What follows belongs to an exercise in optimizing a design on an open flow for small area; a production flow would make more cautious choices.
In this exercise RTL edits were held to simulation tests only and were not proved equivalent to the original.
Power and IR drop assume default switching activity.

[flow/design.v]
module inst_rom (
    input  logic [5:0]  word_addr,
    output logic [31:0] prev_word
);
    logic [31:0] mem [64];
    logic [31:0] prev [64];
    initial begin
        $readmemh("prog.hex", mem);
    end
    for (genvar k = 0; k < 64; k++) begin : g_prev
        assign prev[k] = mem[(k + 63) % 64];
    end
    assign prev_word = prev[word_addr];
endmodule
module legal_check (
    input  logic        de_v,
    input  logic [31:0] de_ir,
    input  logic        fault,
    output logic        f_ii
);
    localparam logic [6:0] OPC_LUI       = 7'b0110111;
    localparam logic [6:0] OPC_AUIPC     = 7'b0010111;
    localparam logic [6:0] OPC_JAL       = 7'b1101111;
    localparam logic [6:0] OPC_JALR      = 7'b1100111;
    localparam logic [6:0] OPC_BRANCH    = 7'b1100011;
    localparam logic [6:0] OPC_LOAD      = 7'b0000011;
    localparam logic [6:0] OPC_STORE     = 7'b0100011;
    localparam logic [6:0] OPC_OP_IMM    = 7'b0010011;
    localparam logic [6:0] OPC_OP        = 7'b0110011;
    localparam logic [6:0] OPC_MISC_MEM  = 7'b0001111;
    localparam logic [6:0] OPC_SYSTEM    = 7'b1110011;
    localparam logic [6:0] OPC_OP_IMM_32 = 7'b0011011;
    localparam logic [6:0] OPC_OP_32     = 7'b0111011;
    localparam logic [2:0] F3_JALR      = 3'b000;
    localparam logic [2:0] F3_LOAD_RSVD = 3'b111;
    localparam logic [2:0] F3_ADDW      = 3'b000;
    localparam logic [2:0] F3_SLLW      = 3'b001;
    localparam logic [2:0] F3_SRLW      = 3'b101;
    function automatic logic is_legal(logic [31:0] inst);
        logic [6:0] opc;
        logic [2:0] f3;
        opc = inst[6:0];
        f3  = inst[14:12];
        case (opc)
            OPC_LUI, OPC_AUIPC, OPC_JAL, OPC_BRANCH,
            OPC_OP_IMM, OPC_OP, OPC_MISC_MEM, OPC_SYSTEM: is_legal = 1'b1;
            OPC_JALR:  is_legal = (f3 == F3_JALR);
            OPC_LOAD:  is_legal = (f3 != F3_LOAD_RSVD);
            OPC_STORE: is_legal = !inst[14];
            OPC_OP_IMM_32, OPC_OP_32:
                is_legal = (f3 == F3_ADDW) || (f3 == F3_SLLW) || (f3 == F3_SRLW);
            default:   is_legal = 1'b0;
        endcase
    endfunction
    assign f_ii = de_v && !fault && !is_legal(de_ir);
endmodule
module inst_cache (
    input  logic       CLK,
    input  logic       reset,
    input  logic [5:0] fetch_pc,    
    input  logic       fetch_req,
    output logic       hit
);
    logic [2:0] tag_mem [8];
    logic [7:0] line_v;
    logic [1:0] cnt;         
    logic [5:0] refill_pc;
    logic       start;
    logic       fill;
    assign hit   = line_v[fetch_pc[2:0]] && (tag_mem[fetch_pc[2:0]] == fetch_pc[5:3]);
    assign start = (cnt == 2'd0) && fetch_req && !hit;
    assign fill  = (cnt == 2'd3);
    always_ff @(posedge CLK) begin
        if (reset) begin
            cnt    <= 2'd0;
            line_v <= 8'd0;
        end else begin
            if (start || cnt != 2'd0) begin
                cnt <= cnt + 2'd1;
            end
            if (fill) begin
                line_v[refill_pc[2:0]] <= 1'b1;
            end
        end
    end
    always_ff @(posedge CLK) begin
        if (cnt == 2'd0) begin
            refill_pc <= fetch_pc;
        end
    end
    always_ff @(posedge CLK) begin
        if (fill) begin
            tag_mem[refill_pc[2:0]] <= refill_pc[5:3];
        end
    end
endmodule
module fetch_stage (
    input  logic    CLK,
    input  logic    reset,
    input  logic [1:0] pc_mux,
    input  logic [63:0] br_target,
    input  logic [63:0] mtvec,
    input  logic    trap,
    input  logic    br_stall_de,
    input  logic    br_stall_agex,
    input  logic    br_stall_mem,
    input  logic    mem_stall,
    input  logic    cache_hit,
    output logic [63:0] fetch_pc,
    output logic    fetch_req,
    output logic    de_v,
    output logic    fault,
    output logic    f_iam,
    output logic    f_iaf
);
    logic [63:0] seq_pc;
    logic [63:0] pc_next;
    logic        branch;
    logic        ld_pc;
    logic        v_next;
    logic        misaligned;
    logic        hi_zero;
    logic        prev_in_rom;
    assign seq_pc     = fetch_pc + 64'd4;
    assign misaligned = |fetch_pc[1:0];
    assign hi_zero    = ~|fetch_pc[63:9];
    assign fetch_req = !misaligned && hi_zero && !fetch_pc[8];
    assign branch = br_stall_mem && (pc_mux == 2'd1);
    assign v_next = !trap && !br_stall_de && !br_stall_agex && !br_stall_mem &&
                    (!fetch_req || cache_hit);
    assign ld_pc  = trap || branch || v_next;
    assign pc_next = trap ? mtvec : branch ? br_target : seq_pc;
    always_ff @(posedge CLK) begin
        if (reset) begin
            fetch_pc <= 64'd0;
            de_v     <= 1'b0;
        end else if (!mem_stall) begin
            if (ld_pc) begin
                fetch_pc <= pc_next;
            end
            de_v <= v_next;
        end
    end
    assign prev_in_rom = hi_zero && (fetch_pc[8] ^ (|fetch_pc[7:2]));
    assign fault = misaligned || !prev_in_rom;
    assign f_iam = de_v && misaligned;
    assign f_iaf = de_v && !prev_in_rom;
endmodule
module fetch_top (
    input  logic    CLK,
    input  logic    reset,
    input  logic [1:0] pc_mux,
    input  logic [63:0] br_target,
    input  logic [63:0] mtvec,
    input  logic    trap,
    input  logic    br_stall_de,
    input  logic    br_stall_agex,
    input  logic    br_stall_mem,
    input  logic    mem_stall,
    output logic    de_v,
    output logic [31:0]   de_ir,
    output logic [63:0] de_npc,
    output logic    f_iam,
    output logic    f_iaf,
    output logic    f_ii
);
    localparam logic [31:0] NOP_INST = 32'h0000_0013;
    logic [63:0] fetch_pc;
    logic        fetch_req;
    logic        cache_hit;
    logic        fault;
    logic [31:0] rom_word;
    fetch_stage u_fetch_stage (
        .CLK           (CLK),
        .reset         (reset),
        .pc_mux        (pc_mux),
        .br_target     (br_target),
        .mtvec         (mtvec),
        .trap          (trap),
        .br_stall_de   (br_stall_de),
        .br_stall_agex (br_stall_agex),
        .br_stall_mem  (br_stall_mem),
        .mem_stall     (mem_stall),
        .cache_hit     (cache_hit),
        .fetch_pc      (fetch_pc),
        .fetch_req     (fetch_req),
        .de_v          (de_v),
        .fault         (fault),
        .f_iam         (f_iam),
        .f_iaf         (f_iaf)
    );
    inst_cache u_inst_cache (
        .CLK       (CLK),
        .reset     (reset),
        .fetch_pc  (fetch_pc[7:2]),
        .fetch_req (fetch_req),
        .hit       (cache_hit)
    );
    inst_rom u_inst_rom (
        .word_addr (fetch_pc[7:2]),
        .prev_word (rom_word)
    );
    assign de_npc = fetch_pc;
    assign de_ir  = fault ? NOP_INST : rom_word;
    legal_check u_legal_check (
        .de_v  (de_v),
        .de_ir (rom_word),
        .fault (fault),
        .f_ii  (f_ii)
    );
endmodule
[flow/prog.hex]
// one 32-bit instruction word per line, hex, word address 0 to 63
// byte address of a word is its line number times 4
00100093
00200113
00208193
12345237
00000297
0080036f
000083e7
00000000
00208463
0000b503
00b13023
0000100f
00000073
0010059b
0010961b
0010d69b
002087bb
000090e7
00a00813
00b00893
0000f083
01100913
00014023
01200993
40208a33
0010a09b
00c0aab7
0000c0bb
00001b17
ffdffbef
ffffffff
00c00c13
00d00c93
00e00d13
0000007f
00f00d93
01000e13
0000000b
01100e93
01200f13
0000002f
01300f93
00108093
00110113
00118193
00120213
00128293
00130313
00138393
00140413
00148493
00150513
00158593
00160613
00168693
00170713
00178793
00180813
00188893
00190913
00198993
001a0a13
001a8a93
001b0b13

[flow/run.sh]
#!/bin/bash
# synth_recipe.tcl (not shown) runs the flow's synth.tcl, then flattens the netlist and writes it again
# the make line also repeats each setting of config.mk as NAME=value (left out here)
make -C /OpenROAD-flow-scripts/flow DESIGN_CONFIG=/design/flow/config.mk WORK_HOME=/design/flow/orfs CLKGATE_MAP_FILE= SYNTH_SCRIPT=/design/flow/synth_recipe.tcl finish
[flow/config.mk]
export PLATFORM = sky130hd
export DESIGN_NAME = fetch_top
export DESIGN_NICKNAME = fetch_top
export VERILOG_FILES = /design/flow/design.v
export SDC_FILE = /design/flow/constraint.sdc
export NUM_CORES = 4
export LEC_CHECK = 0
export CAP_MARGIN = 20
export CORE_MARGIN = 2
export CORE_UTILIZATION = 40
export SLEW_MARGIN = 20
[flow/constraint.sdc]
create_clock -name core_clock -period 8.0 [get_ports {CLK}]
set_input_delay 1.6000 -clock core_clock [delete_from_list [all_inputs] [get_ports {CLK}]]
set_output_delay 1.6000 -clock core_clock [all_outputs]
set_load 0.01 [all_outputs]
==> results of run 1 <==
==> metrics by stage <==
step                      power, W  instances  hold WS (ps)  area [sq um]
after floorplan           0.000891       1138           431          8420
after global placement     0.00110       1564           454         10900
after detailed placement   0.00110       1564           465         10900
after CTS                  0.00156       1580           487         11200
after global routing       0.00162       1581           499         11200
final                      0.00156       1581           477         11200
==> how the worst min path moves through the flow <==
stage	startpoint	endpoint	slack, ps	cells past startpoint
5_1_grt	u_inst_cache.line_v[4]	u_inst_cache.line_v[4]	500	2
6_report	u_inst_cache.line_v[4]	u_inst_cache.line_v[4]	480	2
3_3_place_gp	u_inst_cache.line_v[2]	u_inst_cache.line_v[2]	450	2
2_1_floorplan	u_inst_cache.line_v[2]	u_inst_cache.line_v[2]	430	2
4_1_cts	u_inst_cache.line_v[4]	u_inst_cache.line_v[4]	490	2
3_5_place_dp	u_inst_cache.line_v[2]	u_inst_cache.line_v[2]	460	2
==> layout by cell type (no fill, tap or decap), types with 6 or more instances in the layout <==
cell | Yosys | final
clkdlybuf4s50_1 | 0 | 234
nor2_1 | 135 | 133
nand2_1 | 127 | 127
a21oi_1 | 106 | 106
dfxtp_1 | 78 | 77
o21ai_0 | 51 | 51
a211oi_1 | 50 | 50
nand3_1 | 47 | 47
nor3_1 | 40 | 40
edfxtp_1 | 30 | 30
nor4_1 | 29 | 29
buf_4 | 7 | 23
inv_1 | 19 | 19
nand4_1 | 18 | 18
nand2b_1 | 17 | 17
nor2b_1 | 16 | 16
o211ai_1 | 15 | 15
o22ai_1 | 13 | 13
mux2i_1 | 13 | 13
a31oi_1 | 13 | 13
xor2_1 | 12 | 12
ha_1 | 10 | 10
a311oi_1 | 9 | 9
clkbuf_16 | 0 | 9
and2_1 | 8 | 8
or2_2 | 8 | 8
a211o_1 | 8 | 8
and3_1 | 8 | 8
o31ai_1 | 9 | 8
a32oi_1 | 7 | 7
mux2_2 | 6 | 6
a21o_1 | 6 | 6
or4_1 | 6 | 6
a2bb2oi_1 | 6 | 6
mux4_2 | 6 | 6
==> final cells by class <==
class / count / area share [%]
clock buffers: 9 / 2.02
clock inverters: 7 / 0.751
inverters: 20 / 0.672
multi-input cells: 903 / 48.8
flip-flops and latches: 108 / 22.1
well taps: 275 / 3.08
repair buffers: 259 / 22.6
==> kinds of logic after synthesis <==
group / count (synthesis)
adder cells (fa/ha/maj): 10
AND/OR/NAND/NOR: 490
flip-flops: 108
buffers and inverters: 127
XOR/XNOR: 17
AO/OA/AOI/OAI: 361
multiplexers: 25
==> registers in the layout, summed over array words and instances (netlist names), named ones only <==
name	flops
u_fetch_stage.fetch_pc	64
u_fetch_stage.de_v	1
u_inst_cache.tag_mem	24
u_inst_cache.cnt	2
u_inst_cache.refill_pc	6
u_inst_cache.line_v	8
==> worst min-delay path, cell delays in order, from the launching register on <==
cell     delay [ps]
dfxtp_1         330
a21oi_1          40
nor2_1           70
==> layer usage <==
metal | global-route usage [%] | vias to the layer above | share of wire (%)
met3 | 5.93 | 74 | 8.3
met1 | 39.1 | 4576 | 41
li1 | - | 4597 | -
met2 | 49.8 | 512 | 47
met5 | 0 | - | 0.032
met4 | 12.1 | 2 | 3.7
==> where the power goes <==
part           total, W  switching (W)  internal (W)
Combinational  0.000436       0.000237      0.000200
Clock          0.000469       0.000245      0.000224
Sequential     0.000655      0.0000585      0.000596
==> impl_metrics.yaml, run 1 <==
status:
  status: "timing/DRC/antenna clean"
synthesis:
  synth_most_common_cell: "nor2_1"
  synth_top_area_share_pct: 18.6
  synth_area_leaders: "dfxtp_1 19%, edfxtp_1 11%, a21oi_1 6.3%, nor2_1 6.0%, nand2_1 5.7%"
  synth_top_family_by_area: "compound AO/OA/AOI/OAI gates"
  synth.top_cells.by_count: "135 x nor2_1, 127 x nand2_1, 106 x a21oi_1, 78 x dfxtp_1, 72 x clkbuf_1"
  syn_nets: 1285
  avgSynthCellArea_sq_um: 7.40
  ys_seq_area_share_pct: 29.3
  async_flop_share_pct: 0
  ys_ff_latch: 108
  synth-compound-area-share_pct: 28.9
  ys.flop_type: "dfxtp_1"
  synth-xor-area-share_pct: 1.77
  yosys_warnings: 5
  netlist_instances: 1138
  muxShareOfSynthArea_pct: 3.95
  synth_simple_gate_area_share_pct: 28.4
  synth_fa_ha_area_share_pct: 1.49
  synth_area_sq_um: 8420
  synth_largest_area_cell: "dfxtp_1"
  synth-edff-count: 30
  synth_cell_type_count: 79
critical_path:
  cp-startpoint: "u_fetch_stage.fetch_pc[2]"
  end_kind: "primary output"
  cp_top_family: "compound AO/OA/AOI/OAI gates"
  required_ps: 6400
  reg2reg_to: "u_fetch_stage.fetch_pc[53]"
  cp_cell_sequence: "inv_1, ha_1, or2_2, o311ai_0, nand4_1, a2111oi_1, nand2_1, mux2_2, a211oi_1, clkdlybuf4s50_1"
  reg2reg_depth: 8
  start_kind: "flop"
  critPathKind: "reg -> out"
  rrSetupSlack_ps: 4370
  worstPathArrival_ps: 4710
  cp-endpoint: "f_ii"
  crit_fanout: 23
  path_depth: 10
  slowest_stage: "a2111oi_1"
  max_stage_delay_ps: 820
  crit_buf_inv: 2
cts:
  cts_tree: "yes"
  cts_buffer_depth: 2
  post_cts_resized: 0
  path_clk_slew_ps: 80
  htreeDepth: 3
  numClockSinks: 108
  cts_made_buffers: 9
  cts_root_buffer: "clkbuf_16"
  clock_latency_ps: 370
  post_cts_buffers: 0
  cts_hold_buf: 0
die:
  core_sq_um: 20800
  initial_core_util_pct: 40.4
  die_height_um: 149
  ioPinCount: 237
  rows: 53
  dieArea_sq_um: 22200
  fp.dieW_um: 149
cells_and_area:
  fillers: 2035
  final_core_util_pct: 53.6
  seq_area_sq_um: 2460
  final_net_count: 1448
  multi_input_area_sq_um: 5450
  area.growth.synth_to_final_pct: 32.7
  antenna_cells: 0
  drive_above_1_share_pct: 6.51
global_route:
  grt_overflow_total: 0
  grt_pass1_wl_um: 52600
  antenna_found_initial: 1
  grt_pass1_vias: 9192
  grt_max_degree: 77
  grt_use_total_pct: 30.3
sta:
  fin_tns_setup_ps: 0
  setup_viol: 0
  hold_violations: 0
  period_minus_slack_ps: 6310
  finalCritPeriodShare_pct: 78.9
  tightest_slew_ps: 899
  fmax_mhz: 159
  relSlewSlack_pct: 39.2
  rsz0062_at_grt: "no"
  fin_ws_ps: 1690
  slew_viol_final: 0
  skew_ps: 13.2
route:
  drt_pass1_iterations: 6
  drc_errors: 0
  drt-initial-drc-count: 807
  dr_total_vias: 9761
  wirelength_um: 34300
  wl_per_cell_um: 21.7
  vias_per_cell: 6.17
  antenna_left: 0
place:
  dp_slack_ps: 2080
  routabilityCongestion: 0.930
  port_buffers: 236
  hpwl_um: 25000
power:
  power_leakage_nw: 3.64
  powerDensity_nw_per_um2: 140
  peakVddDrop_v: 0.0000952
flow_run:
  drv_cap: 0
worst_hold_path:
  hold_path_class: "reg -> reg"
==> run 2: changes to the inputs <==
--- a/flow/design.v
+++ b/flow/design.v
@@ -113,31 +113,42 @@
     output logic    f_iam,
     output logic    f_iaf
 );
-    logic [63:0] seq_pc;
     logic [63:0] pc_next;
     logic        branch;
-    logic        ld_pc;
     logic        v_next;
     logic        misaligned;
     logic        hi_zero;
     logic        prev_in_rom;
-    assign seq_pc     = fetch_pc + 64'd4;
     assign misaligned = |fetch_pc[1:0];
     assign hi_zero    = ~|fetch_pc[63:9];
     assign fetch_req = !misaligned && hi_zero && !fetch_pc[8];
+    logic        adv;       
+    logic        keep;      
+    logic        ld_trap;
+    logic        ld_br;
+    logic [63:2] inc;       
     assign branch = br_stall_mem && (pc_mux == 2'd1);
     assign v_next = !trap && !br_stall_de && !br_stall_agex && !br_stall_mem &&
                     (!fetch_req || cache_hit);
-    assign ld_pc  = trap || branch || v_next;
-    assign pc_next = trap ? mtvec : branch ? br_target : seq_pc;
+    assign ld_trap = !reset && !mem_stall && trap;
+    assign ld_br   = !reset && !mem_stall && !trap && branch;
+    assign adv     = !reset && !mem_stall && v_next;
+    assign keep    = !reset && !ld_trap && !ld_br;
+    assign inc[2] = adv;
+    for (genvar i = 3; i < 64; i++) begin : g_inc
+        assign inc[i] = inc[i-1] && fetch_pc[i-1];
+    end
+    assign pc_next[1:0]  = ({2{ld_trap}} & mtvec[1:0]) | ({2{ld_br}} & br_target[1:0]) |
+                           ({2{keep}} & fetch_pc[1:0]);
+    assign pc_next[63:2] = ({62{ld_trap}} & mtvec[63:2]) | ({62{ld_br}} & br_target[63:2]) |
+                           ({62{keep}} & (fetch_pc[63:2] ^ inc));
+    always_ff @(posedge CLK) begin
+        fetch_pc <= pc_next;
+    end
     always_ff @(posedge CLK) begin
         if (reset) begin
-            fetch_pc <= 64'd0;
-            de_v     <= 1'b0;
+            de_v <= 1'b0;
         end else if (!mem_stall) begin
-            if (ld_pc) begin
-                fetch_pc <= pc_next;
-            end
             de_v <= v_next;
         end
     end
==> run 2 against run 1 <==
Effect of this change: now fails the layout checks on negative setup slack; largest power group unchanged; routed wire length is 27% lower; core utilization is 15 points higher; highest routed layer is now met4; critical path type is now in -> reg; sequential cell count is 3 lower; sequential share of layout area is 0.15 points lower; first-iteration DRC count is 6.6% lower; via count is 27% lower.
==> impl_metrics.yaml, run 2 <==
status:
  status: "complete, but fails checks"
  check.faults: "negative setup slack"
sta:
  finalCritPeriodShare_pct: 145
  fmax_mhz: 86.0
  relSlewSlack_pct: 47.1
  skew_ps: 12.8
  slew_viol_final: 0
  hold_violations: 0
  rsz0062_at_grt: "yes"
  setup_viol: 25
  period_minus_slack_ps: 11630
  tightest_slew_ps: 792
  fin_ws_ps: -3630
global_route:
  grt_pass1_wl_um: 38900
  grt_use_total_pct: 28.2
  grt_overflow_total: 0
  antenna_found_initial: 2
  grt_max_degree: 66
  grt_pass1_vias: 7285
synthesis:
  synth.top_cells.by_count: "75 x dfxtp_1, 73 x inv_1, 66 x ha_1, 64 x a222oi_1, 59 x nor2_1"
  ys.flop_type: "dfxtp_1"
  synth-edff-count: 30
  netlist_instances: 722
  synth_cell_type_count: 66
  syn_nets: 925
  synth_area_sq_um: 6560
  ys_seq_area_share_pct: 36.6
  synth_top_area_share_pct: 22.9
  yosys_warnings: 5
  ys_ff_latch: 105
  async_flop_share_pct: 0
  synth_most_common_cell: "dfxtp_1"
  synth_largest_area_cell: "dfxtp_1"
  avgSynthCellArea_sq_um: 9.08
  synth_area_leaders: "dfxtp_1 23%, edfxtp_1 14%, ha_1 13%, a222oi_1 9.8%, inv_1 4.2%"
worst_hold_path:
  hold_path_class: "reg -> reg"
  hold_path.startpoint: "u_inst_cache.line_v[1]"
cells_and_area:
  regMostFlops: "u_fetch_stage.fetch_pc"
  area.growth.synth_to_final_pct: 68.0
  layout_common_cells: "230 x clkdlybuf4s50_1, 105 x buf_4, 73 x inv_1, 70 x dfxtp_1, 64 x a222oi_1"
  final_common_cell: "clkdlybuf4s50_1"
  drive_above_1_share_pct: 24.0
  final_net_count: 1212
  largest_register_ff_count: 64
critical_path:
  reg2reg_to: "u_fetch_stage.fetch_pc[63]"
  worstPathArrival_ps: 11870
  end_kind: "flop"
  critPathKind: "in -> reg"
  slowest_stage: "a222oi_1"
  max_stage_delay_ps: 280
  crit_fanout: 2
  cp-startpoint: "mem_stall"
  start_kind: "input pin"
  cp-endpoint: "u_fetch_stage.fetch_pc[63]"
  reg2reg_from: "u_fetch_stage.fetch_pc[2]"
  cpMostUsedCell: "ha_4"
  required_ps: 8230
  rrSetupSlack_ps: -3630
  reg2reg_depth: 72
power:
  powerDensity_nw_per_um2: 143
  power_leakage_nw: 4.40
  power.total_w: 0.00157
  peakVddDrop_v: 0.000124
route:
  wirelength_um: 25100
  wl_per_cell_um: 20.4
  drc_errors: 0
  dr_total_vias: 7172
  vias_per_cell: 5.82
  drt-initial-drc-count: 754
  antenna_left: 0
  drt_pass1_iterations: 9
place:
  routabilityCongestion: 0.904
  hpwl_um: 18800
  port_buffers: 236
  dp_slack_ps: -4470
die:
  initial_core_util_pct: 41.1
  ioPinCount: 237
  die_height_um: 132
  rows: 46
  core_sq_um: 15900
  fp.dieW_um: 132
  dieArea_sq_um: 17400
cts:
  numClockSinks: 105
  cts_root_buffer: "clkbuf_16"
  htreeDepth: 3
  cts_buffer_depth: 2
  clock_latency_ps: 350
  cts_tree: "yes"
  path_clk_slew_ps: 80
  cts_hold_buf: 0
  cts_made_buffers: 9
flow_run:
  drv_cap: 0
run 2: per-layer routing:
| metal | track usage [%] | up-vias | wire length [um] |
|---|---|---|---|
| met5 | 0 | - | 0 |
| met2 | 51.0 | 330 | 13200 |
| met4 | 12.1 | 0 | 836 |
| li1 | - | 3318 | - |
| met3 | 7.27 | 60 | 1970 |
| met1 | 31.1 | 3464 | 9160 |
run 2: how the worst min path moves through the flow:
stage | end | slack (ps) | cells after the start
2_1_floorplan | u_inst_cache.line_v[2] | 430 | 2
3_3_place_gp | u_inst_cache.line_v[2] | 450 | 2
3_5_place_dp | u_inst_cache.line_v[2] | 450 | 2
4_1_cts | u_inst_cache.line_v[2] | 480 | 2
5_1_grt | u_inst_cache.line_v[2] | 500 | 2
6_report | u_inst_cache.line_v[1] | 480 | 2
run 2: layout make-up:
type	count	area (sq um)
flip-flops and latches	105	2410
clock buffers	9	225
repair buffers	344	3190
fillers	1222	4930
well taps	216	270
clock inverters	7	91.3
multi-input cells	474	4540
inverters	75	282
diodes	2	5.00
run 2: what timing repair did:
action / CTS / global route
pin swaps: 16 / 11
setup endpoints to repair: 28 / 27
buffers inserted: 2 / 6
endpoints found under the hold margin: 0 / 0
gates resized for setup: 57 / 11
run 2: critical path: cells and delay by family:
| family | cells | cell delay [ps] |
|---|---|---|
| xor+xnor | 1 | 130 |
| simple gates | 3 | 270 |
| buf+inv | 2 | 140 |
| fa+ha+maj | 61 | 9380 |
| compound gates | 1 | 280 |
run 2: power breakdown:
| part | internal, W | switching [W] |
|---|---|---|
| registers | 0.000606 | 0.0000472 |
| clock network | 0.000226 | 0.000226 |
| logic | 0.000240 | 0.000229 |
| total | 0.00107 | 0.000502 |
run 2: logic make-up (layout without fill, tap and decap cells):
kind of cell    count (synthesis)  count (layout)  share of synthesized area [%]
simple gates                  178             178                           13.8
xor+xnor                        7               7                          0.935
other cells                     0               2                              0
mux                            13              13                           2.80
fa+ha+maj                      66              66                           12.6
buf+inv                       143             435                           9.06
compound gates                210             210                           24.2
flops                         105             105                           36.6
run 2: per-stage QoR:
stage | TNS, ps | std cells | utilization, % | area (sq um) | hold slack [ps]
after global placement | -64820 | 1206 | 65.2 | 10400 | 445
after detailed placement | -68570 | 1206 | 65.2 | 10400 | 454
final | -45440 | 1232 | 69.1 | 11000 | 479
after global routing | -52270 | 1232 | 69.1 | 11000 | 500
after CTS | -46280 | 1224 | 68.4 | 10900 | 476
after floorplan | -49200 | 722 | - | 7320 | 431
==> run 3: changes to the inputs <==
==> flow/flow/run.sh (new file) <==
#!/bin/bash
# The standard layout, with each port buffered by the smallest buffer cell
# instead of the one buffer_ports picks by default.
set -euo pipefail
export BUFFER_PORTS_ARGS="-buffer_cell sky130_fd_sc_hd__buf_1"
bash standard.sh finish > flow_make.log 2>&1
==> flow/standard.sh (new file) <==
#!/bin/bash
# synth_recipe.tcl (not shown) runs the flow's synth.tcl, then flattens the netlist and writes it again
# the make line also repeats each setting of config.mk as NAME=value (left out here)
make -C /OpenROAD-flow-scripts/flow DESIGN_CONFIG=/design/flow/config.mk WORK_HOME=/design/flow/orfs CLKGATE_MAP_FILE= SYNTH_SCRIPT=/design/flow/synth_recipe.tcl "${@:-finish}"
removed: flow/run.sh
==> run 3 against run 2 <==
Effect of this change: maximum frequency is 0.87% lower; clock skew is 4.7 ps higher; the layout still fails its checks (negative setup slack); clock power down 0.9%; combinational power fell by 19%; critical endpoint unchanged; synthesized area unchanged; via count decreased by 2.7%; sequential share of layout area rose by 4.0 points; largest power group unchanged; count of clock-buffer cells in the layout up 1.
==> impl_metrics.yaml, run 3 <==
sta:
  hold_violations: 0
  period_minus_slack_ps: 11740
  skew_ps: 17.5
  fmax_mhz: 85.2
  relSlewSlack_pct: 38.3
  fin_ws_ps: -3740
  finalCritPeriodShare_pct: 147
  slew_viol_final: 0
  tightest_slew_ps: 923
  setup_viol: 25
  rsz0062_at_grt: "yes"
  fin_tns_setup_ps: -47990
cts:
  cts_root_buffer: "clkbuf_16"
  numClockSinks: 105
  post_cts_buffers: 0
  htreeDepth: 3
  cts_hold_buf: 0
  cts_tree: "yes"
  clock_latency_ps: 360
  path_clk_slew_ps: 80
  cts_buffer_depth: 2
  cts_made_buffers: 9
cells_and_area:
  layout_common_cells: "236 x buf_1, 98 x buf_4, 73 x inv_1, 71 x dfxtp_1, 64 x a222oi_1"
  regMostFlops: "u_fetch_stage.fetch_pc"
  final_common_cell: "buf_1"
  fin_cells: 1221
  drive_above_1_share_pct: 21.2
  final_net_count: 1203
  antenna_cells: 0
  fin_area_sq_um: 9320
  area.growth.synth_to_final_pct: 42.2
  largest_register_ff_count: 64
critical_path:
  slowest_stage: "dfxtp_4"
  rrSetupSlack_ps: -3740
  crit_buf_inv: 2
  crit_fanout: 5
  required_ps: 8230
  cp_top_family: "adder cells"
  reg2reg_depth: 71
  cp-endpoint: "u_fetch_stage.fetch_pc[63]"
  cp-startpoint: "u_fetch_stage.fetch_pc[3]"
  critPathKind: "reg -> reg"
  reg2reg_to: "u_fetch_stage.fetch_pc[63]"
  cpMostUsedCell: "ha_4"
  end_kind: "flop"
  reg2reg_from: "u_fetch_stage.fetch_pc[3]"
  start_kind: "flop"
  worstPathArrival_ps: 11970
  max_stage_delay_ps: 410
  path_depth: 71
die:
  core_sq_um: 15900
  ioPinCount: 237
  dieArea_sq_um: 17400
  rows: 46
  fp.dieW_um: 132
  die_height_um: 132
  initial_core_util_pct: 41.1
synthesis:
  yosys_warnings: 5
  synth_top_area_share_pct: 22.9
  synth_most_common_cell: "dfxtp_1"
  synth-edff-count: 30
  ys_seq_area_share_pct: 36.6
  ys_ff_latch: 105
  synth_cell_type_count: 66
  synth.top_cells.by_count: "75 x dfxtp_1, 73 x inv_1, 66 x ha_1, 64 x a222oi_1, 59 x nor2_1"
  async_flop_share_pct: 0
  netlist_instances: 722
  avgSynthCellArea_sq_um: 9.08
  synth_largest_area_cell: "dfxtp_1"
  ys.flop_type: "dfxtp_1"
  synth_area_sq_um: 6560
  synth_area_leaders: "dfxtp_1 23%, edfxtp_1 14%, ha_1 13%, a222oi_1 9.8%, inv_1 4.2%"
  syn_nets: 925
power:
  peakVddDrop_v: 0.000121
  powerDensity_nw_per_um2: 159
  power.total_w: 0.00148
  power_leakage_nw: 3.70
place:
  port_buffers: 236
  hpwl_um: 18000
  placed_cells: 1205
  routabilityCongestion: 0.935
  placedInstanceArea_sq_um: 8930
route:
  dr_total_vias: 6976
  wirelength_um: 23500
  drt-initial-drc-count: 784
  drc_errors: 0
  vias_per_cell: 5.71
  antenna_left: 0
  drt_pass1_iterations: 7
  wl_per_cell_um: 19.2
flow_run:
  drv_cap: 0
status:
  check.faults: "negative setup slack"
  status: "complete, but fails checks"
worst_hold_path:
  hold_depth: 2
  hold_path_class: "reg -> reg"
global_route:
  antenna_found_initial: 0
  grt_use_total_pct: 26.5
  grt_pass1_wl_um: 36900
  grt_overflow_total: 0
  grt_max_degree: 66
  grt_pass1_vias: 7036
==> run 3: cell families (layout without fill, tap and decap cells) <==
family	Yosys count	in the layout	synth area share (%)
AO/OA/AOI/OAI	210	210	24.2
XOR/XNOR	7	7	0.935
adder cells (fa/ha/maj)	66	66	12.6
buffers and inverters	143	426	9.06
flip-flops	105	105	36.6
multiplexers	13	13	2.80
AND/OR/NAND/NOR	178	178	13.8
==> run 3: tightest hold or removal path, cell delays in order (launching register included) <==
cell	delay, ps
dfxtp_1	330
a21oi_1	40
nor2_1	70
==> run 3: area by class of cell <==
cell class	instances	area (sq um)
flip-flops and latches	105	2410
repair buffers	335	1640
inverters	75	282
fillers	1472	6620
clock inverters	6	68.8
multi-input cells	474	4410
well taps	216	270
clock buffers	10	239
==> run 3: metal layers <==
layer	global-route usage (%)	up-vias	routed length (um)	part of all wire (%)
li1	-	3291	-	-
met1	30.6	3362	9300	40
met2	48.6	284	12100	51
met3	5.46	39	1540	6.6
met4	9.00	0	552	2.3
met5	0	-	0	0
==> run 3: what timing repair did <==
item,4_1_cts,5_1_grt
endpoints found under the setup margin,27,28
resized for setup,13,5
cloned,0,0
pin swaps,8,5
==> run 3: how the worst min path moves through the flow <==
stage | to | start
after floorplan | u_inst_cache.line_v[2] | u_inst_cache.line_v[2]
after global placement | u_inst_cache.line_v[3] | u_inst_cache.line_v[3]
after detailed placement | u_inst_cache.line_v[6] | u_inst_cache.line_v[6]
after CTS | u_inst_cache.line_v[6] | u_inst_cache.line_v[6]
after global routing | u_inst_cache.line_v[6] | u_inst_cache.line_v[6]
final | u_inst_cache.line_v[6] | u_inst_cache.line_v[6]
==> run 3: per-stage QoR <==
| step | hold WS [ps] | worst slack (ps) | utilization, % |
|---|---|---|---|
| after floorplan | 431 | -3750 | - |
| after global placement | 447 | -3890 | 56.0 |
| after CTS | 474 | -3820 | 58.3 |
| after global routing | 514 | -4040 | 58.5 |
| after detailed placement | 456 | -4070 | 56.0 |
| final | 472 | -3740 | 58.5 |
==> run 3: where the power goes <==
part / leakage, nW / internal (W) / switching, W
clock: 0.147 / 0.000230 / 0.000219
sequential: 0.907 / 0.000606 / 0.0000480
combinational: 2.65 / 0.000163 / 0.000215
total: 3.70 / 0.000999 / 0.000483

-- port drivers added, routing unchanged --
How much do the figures lean on ideal ports? The routed layouts below were timed once more, with nothing changed but the port constraints.
Step 1 sets driving cells, clkbuf_16 on the clock port and buf_2 on the other inputs (assumed; they add their load-dependent delay and slew).
Step 2 also shifts input and output timing later by t, the mid clock arrival at the registers, as if the neighbouring blocks saw the same clock.
a / b / c = ideal / step 1 / step 2; a / b = the first two.
| run | t (ns) | setup slack, ns | worst hold slack (ns) | cell pins on the clock port's net |
|---|---|---|---|---|
| run 1 | 0.410 | 1.691 / 1.642 / 2.053 | 0.477 / 0.477 / 0.477 | 1 |
| run 2 | 0.394 | -3.634 / -3.638 / -4.031 | 0.479 / 0.479 / 0.479 | 1 |
| run 3 | 0.396 | -3.736 / -3.736 / -4.076 | 0.472 / 0.472 / 0.472 | 1 |
The setup slack of run 2, which loses most, moves by -0.004 ns with the drivers and by -0.397 ns with both steps.
